This is an optimization exercise on Yosys and OpenROAD, whose aim is a short achievable clock period and few clock cycles, not a production implementation.
Only simulation tests tie the RTL to the original design; equivalence was not proved.

run a:
==> flow/design.v (excerpt) <==
module dcacheTop (
	input  logic        CLK,
	input  logic        nRST,
	input  logic        cpuRen,
	input  logic        cpuWen,
	input  logic [31:0] cpuAddr,
	input  logic [31:0] cpuStore,
	input  logic        halt,
	output logic        dHit,
	output logic [31:0] loadData,
	output logic        flushed,
	output logic        memRen,
	output logic        memWen,
	output logic [31:0] memAddr,
	output logic [31:0] memStore,
	input  logic [31:0] memLoad,
	input  logic        memWait
);
	localparam logic [3:0] S_LOOK  = 4'd0;   
	localparam logic [3:0] S_RESP  = 4'd1;   
	localparam logic [3:0] S_RESPM = 4'd2;   
	localparam logic [3:0] S_WBA   = 4'd3;   
	localparam logic [3:0] S_WBB   = 4'd4;
	localparam logic [3:0] S_FA    = 4'd5;   
	localparam logic [3:0] S_FB    = 4'd6;
	localparam logic [3:0] S_FWA   = 4'd7;   
	localparam logic [3:0] S_FWB   = 4'd8;
	localparam logic [3:0] S_FST   = 4'd9;   
	localparam logic [3:0] S_DONE  = 4'd10;
	localparam logic [3:0] S_FLUSH = 4'd11;  
	localparam logic [3:0] S_FIX   = 4'd12;  
	logic [25:0] tag0 [8];
	logic [25:0] tag1 [8];
	logic [31:0] a0 [8];
	logic [31:0] b0 [8];
	logic [31:0] a1 [8];
	logic [31:0] b1 [8];
	logic [7:0]  valid0, valid1;
	logic [7:0]  dirty0, dirty1;
	logic [7:0]  lru;        
	logic [31:0] hitCount;
	logic [3:0]  state;
	logic        vWay;       
	logic        hWay;       
	logic        fWay;       
	logic [2:0]  fIdx;
	logic [31:0] holdA;      
	logic [31:0] loadQ;      
	logic        dHitQ, flushedQ, memRenQ, memWenQ;
	logic [31:0] loadDataQ, memAddrQ, memStoreQ;
	assign dHit = dHitQ;
	assign loadData = loadDataQ;
  ...
export LEC_CHECK = 0
export ABC_CLOCK_PERIOD_IN_PS = 1500
export CAP_MARGIN = 20
export CORE_MARGIN = 2
export CORE_UTILIZATION = 40
export SLEW_MARGIN = 20
create_clock -name core_clock -period 10.0 [get_ports {CLK}]
standard.sh (not shown) runs the stock make flow with config.mk's settings and CLKGATE_MAP_FILE= SYNTH_SCRIPT=/design/flow/synth_recipe.tcl, a recipe that flattens the netlist after the stock synthesis.
==> flow/flow/run.sh <==
#!/bin/bash
# The standard layout, with timing repair aimed well below the clock period
set -euo pipefail
bash standard.sh SETUP_SLACK_MARGIN=6.5 finish > standard.log 2>&1
Testbench counts of run a, summed over its fixed seeds: cycles 73,635.
### run a -> run b
--- a/flow/design.v
+++ b/flow/design.v
@@ -149,25 +149,27 @@
 		for (int s = 0; s < 8; s++) begin
 			dec[s] = (idx == 3'(s));
 		end
 	end
 	logic hit0, hit1, hit;
 	assign hit0 = |(eq0 & dec);
 	assign hit1 = |(eq1 & dec);
 	assign hit = hit0 || hit1;
-	logic [7:0] pm1;
+	logic [7:0] pm0, pm1;
 	always_comb begin
 		for (int s = 0; s < 8; s++) begin
+			pm0[s] = valid0[s] && (tag0[s][3:0] == cTag[3:0]);
 			pm1[s] = valid1[s] && (tag1[s][3:0] == cTag[3:0]);
 		end
 	end
-	logic pred, mispred;
+	logic pred, predB, mispred;
 	assign pred = |(pm1 & dec);
-	assign mispred = cpuRen && ((hit0 && pred) || (hit1 && !pred));
+	assign predB = |(pm0 & dec);
+	assign mispred = cpuRen && ((hit0 && pred) || (hit1 && predB));
 	logic [31:0] w0, w1;
 	assign w0 = off ? b0[idx] : a0[idx];
 	assign w1 = off ? b1[idx] : a1[idx];
 	logic [7:0] vwS, wb0S, wb1S;
 	logic vw, wb0, wb1, vDirty;
 	assign vw = vwS[idx];
 	assign wb0 = wb0S[idx];
 	assign wb1 = wb1S[idx];
@@ -177,20 +179,28 @@
 	logic [31:0] vA;
 	assign vA = wb1 ? a1[idx] : a0[idx];
 	logic [25:0] mTag;
 	logic [2:0]  mIdx;
 	logic        mOff;
 	assign mTag = rqAddr[29:4];
 	assign mIdx = rqAddr[3:1];
 	assign mOff = rqAddr[0];
+	logic [2:0]  rIdx;
+	logic        rOff;
+	always_ff @(posedge CLK) begin
+		if (state == S_LOOK) begin
+			rIdx <= cpuAddr[5:3];
+			rOff <= cpuAddr[2];
+		end
+	end
 	logic [25:0] mvTag;
 	logic [31:0] mvB;
-	assign mvTag = vWay ? tag1[mIdx] : tag0[mIdx];
-	assign mvB = vWay ? b1[mIdx] : b0[mIdx];
+	assign mvTag = vWay ? tag1[rIdx] : tag0[rIdx];
+	assign mvB = vWay ? b1[rIdx] : b0[rIdx];
 	logic found;
 	logic fw;
 	logic [2:0] fi;
 	always_comb begin
 		fw = 1'b0;
 		fi = '0;
 		for (int s = 7; s >= 0; s--) begin
 			if (dirty1[s]) begin
@@ -218,19 +228,19 @@
 	assign sTag = fwQ ? tag1[fiQ] : tag0[fiQ];
 	assign sA = fwQ ? a1[fiQ] : a0[fiQ];
 	logic [31:0] fB;
 	assign fB = fWay ? b1[fIdx] : b0[fIdx];
 	logic [31:0] scanAddr, scanStore;
 	assign scanAddr = foundQ ? {sTag, fiQ, 3'b000} : 32'h00003100;
 	assign scanStore = foundQ ? sA : hitCount;
 	logic [31:0] fillWord;
-	assign fillWord = mOff ? memLoad : holdA;
+	assign fillWord = rOff ? memLoad : holdA;
 	logic [31:0] fixWord;
-	assign fixWord = hWay ? (mOff ? b1[mIdx] : a1[mIdx]) : (mOff ? b0[mIdx] : a0[mIdx]);
+	assign fixWord = hWay ? (rOff ? b1[rIdx] : a1[rIdx]) : (rOff ? b0[rIdx] : a0[rIdx]);
 	logic altLd;
 	logic [31:0] altWord;
 	assign altLd = (state == S_FB) || (state == S_FIX);
 	assign altWord = (state == S_FB) ? fillWord : fixWord;
 	logic look, resp, respWrite;
 	assign look = (state == S_LOOK);
 	assign resp = (state == S_RESP);
 	assign respWrite = resp && rqWen;
@@ -299,17 +309,17 @@
 			endcase
 		end
 	end
 	logic [25:0] fTag;
 	logic [31:0] fA;
 	assign fTag = fWay ? tag1[fIdx] : tag0[fIdx];
 	assign fA = fWay ? a1[fIdx] : a0[fIdx];
 	logic [31:0] mvA;
-	assign mvA = vWay ? a1[mIdx] : a0[mIdx];
+	assign mvA = vWay ? a1[rIdx] : a0[rIdx];
 	logic [31:0] addrN, storeN;
 	always_comb begin
 		addrN = {mTag, mIdx, 3'b100};
 		storeN = mvB;
 		case (state)
 			S_LOOK: begin
 				addrN = {(vDirty ? vTag : cTag), idx, 3'b000};
 				storeN = vA;
@@ -348,17 +358,18 @@
 			S_LOOK: begin
 				vWay <= vw;
 				hWay <= hit1;
 			end
 			default: ;
 		endcase
 		memAddrQ <= addrN;
 		memStoreQ <= storeN;
-		loadDataQ <= altLd ? altWord : (pred ? w1 : w0);
+		loadDataQ[15:0] <= altLd ? altWord[15:0] : (pred ? w1[15:0] : w0[15:0]);
+		loadDataQ[31:16] <= altLd ? altWord[31:16] : (predB ? w0[31:16] : w1[31:16]);
 		if (state == S_FA) begin
 			holdA <= memLoad;
 		end
 		if (startFlush) begin
 			fWay <= fwQ;
 			fIdx <= fiQ;
 		end
 	end
## What came out
Timing, DRC, antenna: 0 failures across run a and run b
Count of antenna diodes in the layout was lower in run b than in run a.
Changes observed in run b relative to run a: fmax down 0.69%; first-pass detailed-route iteration total fell 4.
The lower multi-input logic area came out of run a.
Tightest hold margin: run b lower than run a
From run a to run b the numbers moved as follows: sequential share of layout area went down 0.37 points; initial cell density of the core held; core area held; sequential cell count went up 0.39%.
Testbench counts of run b, summed over its fixed seeds: cycles 73,735.

static timing again, ports no longer ideal:
The flow's constraints put no driver on any port. The routed layouts listed below were extracted and timed again, unchanged, in two steps.
Step 1 assumes that a clkbuf_16 drives the clock port and a buf_2 every other input.
Step 2 also shifts input and output timing later by t, the mid clock arrival at the registers, as if the neighbouring blocks saw the same clock.
Three values: ideal, step 1, step 2; two values: the first two.
run | shift t [ns] | setup slack, ns | hold WS [ns] | worst slew at a driven data input, ns
run a | 0.995 | 6.170 / 5.921 / 4.926 | 0.480 / 0.480 / 0.480 | 0.39
run b | 0.972 | 6.143 / 5.993 / 5.020 | 0.456 / 0.456 / 0.456 | 0.40
After both steps setup and hold are still met in every run listed. The setup slack of run a, which loses most, moves by -0.249 ns with the drivers and by -1.244 ns with both steps.
